Source: an optimization exercise on an open RTL-to-GDS flow (aim: small area, a short achievable clock period and few clock cycles). Production flows keep margins and buffers that such runs may drop. Function was checked by simulation only, so behaviour that the tests miss may differ from the original.

## quantoniumos_unified_core
module quantoniumos_unified_core #(
  parameter int unsigned RFT_SIZE       = 64,
  parameter int unsigned SIS_N          = 512,
  parameter int unsigned FEISTEL_ROUNDS = 48
) (
  input  logic         clk,
  input  logic         reset,
  input  logic         start,
  input  logic [2:0]   mode,
  input  logic [255:0] master_key,
  input  logic [127:0] data_in,
  output logic [255:0] data_out,
  output logic         done,
  output logic [31:0]  rft_energy,
  output logic [15:0]  sis_collision_resistance,
  output logic [5:0]   feistel_round_count,
  output logic [31:0]  pipeline_throughput
);
For scale: ~11000 cells after synthesis, roughly 0.12 mm2 of cells after synthesis.
clock: 11.5 ns
lec_check: 0
abc_clock_period_in_ps: 4000
cap_margin: 20
core_margin: 2
core_utilization: 45
setup_slack_margin: 5
slew_margin: 20
synth_hierarchical: 1
standard.sh (not shown) runs the stock make flow with config.mk's settings and CLKGATE_MAP_FILE= SYNTH_SCRIPT=/design/flow/synth_recipe.tcl, a recipe that flattens the netlist after the stock synthesis.
==> flow/flow/run.sh <==
#!/bin/bash
set -uo pipefail
export BUFFER_PORTS_ARGS="-buffer_cell sky130_fd_sc_hd__buf_1"
bash standard.sh > flow_make.log 2>&1
Testbench counts at the start, summed over its fixed seeds: cycles 4,880.
Rerun with:
--- a/flow/design.v
+++ b/flow/design.v
@@ -34,18 +34,16 @@
   localparam logic [8:0] LAT_PIP = 9'd100;
   localparam logic [142:0] W_INIT = 143'h50337a2ca3afd3ac3bf1f77bb0d3b62c4e1;
   logic         busy, fin;
   logic [8:0]   n;
   logic [2:0]   r_mode;
   logic         tr_c, hash_c, ciph_c, foldld, outld, clr;
   logic [5:0]   hc;
   logic [4:0]   rc;
-  logic         e_first, e_v;
-  logic [15:0]  e_sq, e_sq2;
   logic [255:0] r_k;
   logic [127:0] r_d;
   logic [142:0]  r_w;
   logic [19:0]  r_e;
   logic [8:0]   r_pc;
   logic         pcv;
   wire accept = !busy && start;
   wire [8:0] n_inc = n + 9'd1;
@@ -108,22 +106,20 @@
     else       r_k <= {r_k[127:0], r_k[255:128]};
   end
   always_ff @(posedge clk) begin
     if (ciph_c)      r_d <= {c_r1, c_r2};    
     else if (!busy)  r_d <= data_in;
     else if (tr_c)   r_d <= {r_d[7:0], r_d[127:8]};
     else if (foldld) r_d <= data_out[255:128];
   end
+  wire [15:0] e_sq  = r_d[7:0] * r_d[7:0];
+  wire [15:0] e_sq2 = r_d[71:64] * r_d[71:64];
   always_ff @(posedge clk) begin
-    e_sq    <= r_d[7:0] * r_d[7:0];
-    e_sq2   <= r_d[71:64] * r_d[71:64];
-    e_first <= tr_c && (n[2:0] == 3'd0);
-    e_v     <= tr_c;
-    if (e_v) r_e <= (e_first ? 20'd0 : r_e) + {4'd0, e_sq} + {4'd0, e_sq2};
+    if (tr_c) r_e <= ((n[2:0] == 3'd0) ? 20'd0 : r_e) + {4'd0, e_sq} + {4'd0, e_sq2};
   end
   wire [270:0] ox;
   assign ox[142:0] = r_w;
   assign ox[143] = ox[15] ^ ox[31] ^ ox[39] ^ ox[55];
   assign ox[144] = ox[16] ^ ox[32] ^ ox[40] ^ ox[56];
   assign ox[145] = ox[17] ^ ox[33] ^ ox[41] ^ ox[57];
   assign ox[146] = ox[18] ^ ox[34] ^ ox[42] ^ ox[58];
   assign ox[147] = ox[19] ^ ox[35] ^ ox[43] ^ ox[59];
@@ -1452,18 +1448,18 @@
   end
   wire [15:0] ra_s = m_tr ? tba3_s0 : acc_s_nx;
   wire [15:0] ra_c = m_tr ? tba3_c0 : acc_c_nx;
   wire [15:0] res_a = ~ra_s + ~ra_c;
   wire [15:0] res_b = ~tbb3_s0 + ~tbb3_c0;
   wire [15:0] in_hi = m_tr ? (res_b ^ (m_fold ? res_a : 16'd0)) : res_a;
   wire [15:0] in_lo = m_tr ? res_a : data_out[143:128];
   always_ff @(posedge clk) begin
-    if (clr)         data_out <= '0;
-    else if (outld)  data_out <= {128'd0, c_r1, c_r2};
+    if (outld)       data_out <= {128'd0, c_r1, c_r2};    
+    else if (clr)    data_out <= '0;
     else if (m_last) data_out <= {in_hi, data_out[255:144], in_lo, data_out[127:16]};
   end
   wire [15:0] pw = data_out[255:240];
   always_ff @(posedge clk) begin
     if (reset) pcv <= 1'b0;
     else       pcv <= m_last && m_hash;
   end
   always_ff @(posedge clk) begin
The changed run completed with no timing, DRC or antenna violations. Cell area fell slightly. Final cell count fell by a few percent. Die area fell slightly. Setup slack improved by 260 ps. Wire length fell by a few percent. Synthesized area fell slightly.
Testbench counts after the change, summed over its fixed seeds: cycles 4,880.


07-01:
Another version of the RTL of quantoniumos_unified_core (not shown whole).
Size: roughly 11000 cells after synthesis, roughly 730 I/O pins, roughly 0.12 mm^2 of cells after synthesis.
clock: 11.5 ns
lec_check: 0
abc_clock_period_in_ps: 4000
cap_margin: 30
core_margin: 2
core_utilization: 45
cts_buf_list: sky130_fd_sc_hd__clkbuf_8
setup_slack_margin: 5
slew_margin: 30
synth_hierarchical: 1
Scripts as last shown in full above: flow/flow/run.sh
Testbench counts of 07-01, summed over its fixed seeds: cycles 4,880.
Here is what was changed in the inputs of 11-12 compared with 07-01.
--- a/flow/design.v
+++ b/flow/design.v
@@ -25,30 +25,31 @@
   output logic         done,
   output logic [31:0]  rft_energy,
   output logic [15:0]  sis_collision_resistance,
   output logic [5:0]   feistel_round_count,
   output logic [31:0]  pipeline_throughput
 );
   localparam logic [8:0] LAT_RFT = 9'd9;
-  localparam logic [8:0] LAT_SIS = 9'd66;
+  localparam logic [8:0] LAT_SIS = 9'd65;
   localparam logic [8:0] LAT_FST = 9'd24;
-  localparam logic [8:0] LAT_PIP = 9'd100;
+  localparam logic [8:0] LAT_PIP = 9'd99;
   localparam logic [142:0] W_INIT = 143'h50337a2ca3afd3ac3bf1f77bb0d3b62c4e1;
   logic         busy, fin;
   logic [8:0]   n;
   logic [2:0]   r_mode;
   logic         tr_c, hash_c, ciph_c, foldld, outld, clr;
   logic [5:0]   hc;
   logic [4:0]   rc;
   logic [255:0] r_k;
   logic [127:0] r_d;
   logic [142:0]  r_w;
   logic [19:0]  r_e;
   logic [8:0]   r_pc;
-  logic         pcv;
+  logic         hs;
+  logic [8:0]   pc_sum;
   wire accept = !busy && start;
   wire [8:0] n_inc = n + 9'd1;
   wire tr_nx = !reset && (accept ? (mode == 3'd0 || mode == 3'd3) : (tr_c && n[2:0] != 3'd7));
   wire hash_nx = !reset && (accept ? (mode == 3'd1) : (hash_c ? (hc != 6'd63) : (ciph_c && rc == 5'd23 && r_mode == 3'd3)));
   function automatic logic [8:0] lat_of(input logic [2:0] m);
     case (m)
       3'd0:    lat_of = LAT_RFT;
@@ -57,15 +58,15 @@
       3'd3:    lat_of = LAT_PIP;
       default: lat_of = 9'd1;
     endcase
   endfunction
   assign pipeline_throughput     = {23'd0, lat_of(r_mode)};
   assign feistel_round_count     = 6'd48;
   assign rft_energy              = {8'd0, r_e, 4'd0};
-  assign sis_collision_resistance = {7'd0, r_pc};
+  assign sis_collision_resistance = {7'd0, pc_sum};
   always_ff @(posedge clk) begin
     if (reset) begin
       busy   <= 1'b0;
       done   <= 1'b0;
       fin    <= 1'b0;
       tr_c   <= 1'b0;
       hash_c <= 1'b0;
@@ -1447,18 +1448,20 @@
   wire [15:0] in_lo = m_tr ? res_a : data_out[143:128];
   always_ff @(posedge clk) begin
     if (outld)       data_out <= {128'd0, c_r1, c_r2};    
     else if (clr)    data_out <= '0;
     else if (m_last) data_out <= {in_hi, data_out[255:144], in_lo, data_out[127:16]};
   end
   wire [15:0] pw = data_out[255:240];
+  assign pc_sum = r_pc + 9'(pw[0]) + 9'(pw[1]) + 9'(pw[2]) + 9'(pw[3]) + 9'(pw[4]) + 9'(pw[5])
+                       + 9'(pw[6]) + 9'(pw[7]) + 9'(pw[8]) + 9'(pw[9]) + 9'(pw[10]) + 9'(pw[11])
+                       + 9'(pw[12]) + 9'(pw[13]) + 9'(pw[14]) + 9'(pw[15]);
   always_ff @(posedge clk) begin
-    if (reset) pcv <= 1'b0;
-    else       pcv <= m_last && m_hash;
-  end
-  always_ff @(posedge clk) begin
-    if (accept)   r_pc <= 9'd0;
-    else if (pcv) r_pc <= r_pc + 9'(pw[0]) + 9'(pw[1]) + 9'(pw[2]) + 9'(pw[3]) + 9'(pw[4]) + 9'(pw[5])
-                              + 9'(pw[6]) + 9'(pw[7]) + 9'(pw[8]) + 9'(pw[9]) + 9'(pw[10]) + 9'(pw[11])
-                              + 9'(pw[12]) + 9'(pw[13]) + 9'(pw[14]) + 9'(pw[15]);
+    if (accept) begin
+      r_pc <= 9'd0;
+      hs   <= 1'b0;
+    end else if (m_last && m_hash) begin
+      if (hs) r_pc <= pc_sum;
+      hs <= 1'b1;
+    end
   end
 endmodule
### Flow results
- Summary of 11-12 over 07-01: cell area reported after detailed placement about even.
- Re worst hold margin: 07-01 and 11-12 aren't equal, and the lower value belongs to 07-01.
- From 07-01 to 11-12, post-synthesis register bit count did not move at all.
- [diff] total wire length after detailed routing, 11-12 relative to 07-01: improvement
- 07-01 and 11-12 ended up with roughly the same XOR/XNOR share of the synthesized area.
- In the reports for 07-01 and 11-12, the smaller global-route usage belongs to 11-12.
- Per the comparison of 11-12 with 07-01, worst setup slack shrank by 930 ps; multi-input gate area in the final layout held steady; core utilization held steady; number of DRC markers after the initial detailed-route iteration shrank by about 2.5%.
- Summary of the comparison: number of cells on the critical path is lower in 11-12, relative to 07-01.
- Compared 07-01 against 11-12; cell count within noise.
- Between 07-01 and 11-12, area fraction of clock buffers and clock inverters increased.
Testbench counts of 11-12, summed over its fixed seeds: cycles 4,832.

[separate check: timing with driven ports]
Ports are ideal in the flow. The routed layouts listed here were re-timed in OpenROAD.
Step 1 assumes that a clkbuf_16 drives the clock port and a buf_2 every other input.
Step 2 also shifts input and output timing later by t, the mid clock arrival at the registers, as if the neighbouring blocks saw the same clock.
Three values: no drivers, after step 1, after step 2; two values: the first two.
| run | t (ns) | setup WS [ns] | pins driven straight from the clock port |
|---|---|---|---|
| the first run of note 1 | 0.958 | 4.304 / 4.304 / 4.304 | 1 |
| the second run of note 1 | 0.970 | 4.564 / 4.564 / 4.564 | 1 |
| 07-01 | 1.145 | 4.592 / 4.592 / 4.592 | 1 |
| 11-12 | 1.167 | 3.659 / 3.648 / 3.659 | 1 |
After both steps setup and hold are still met in every run listed.
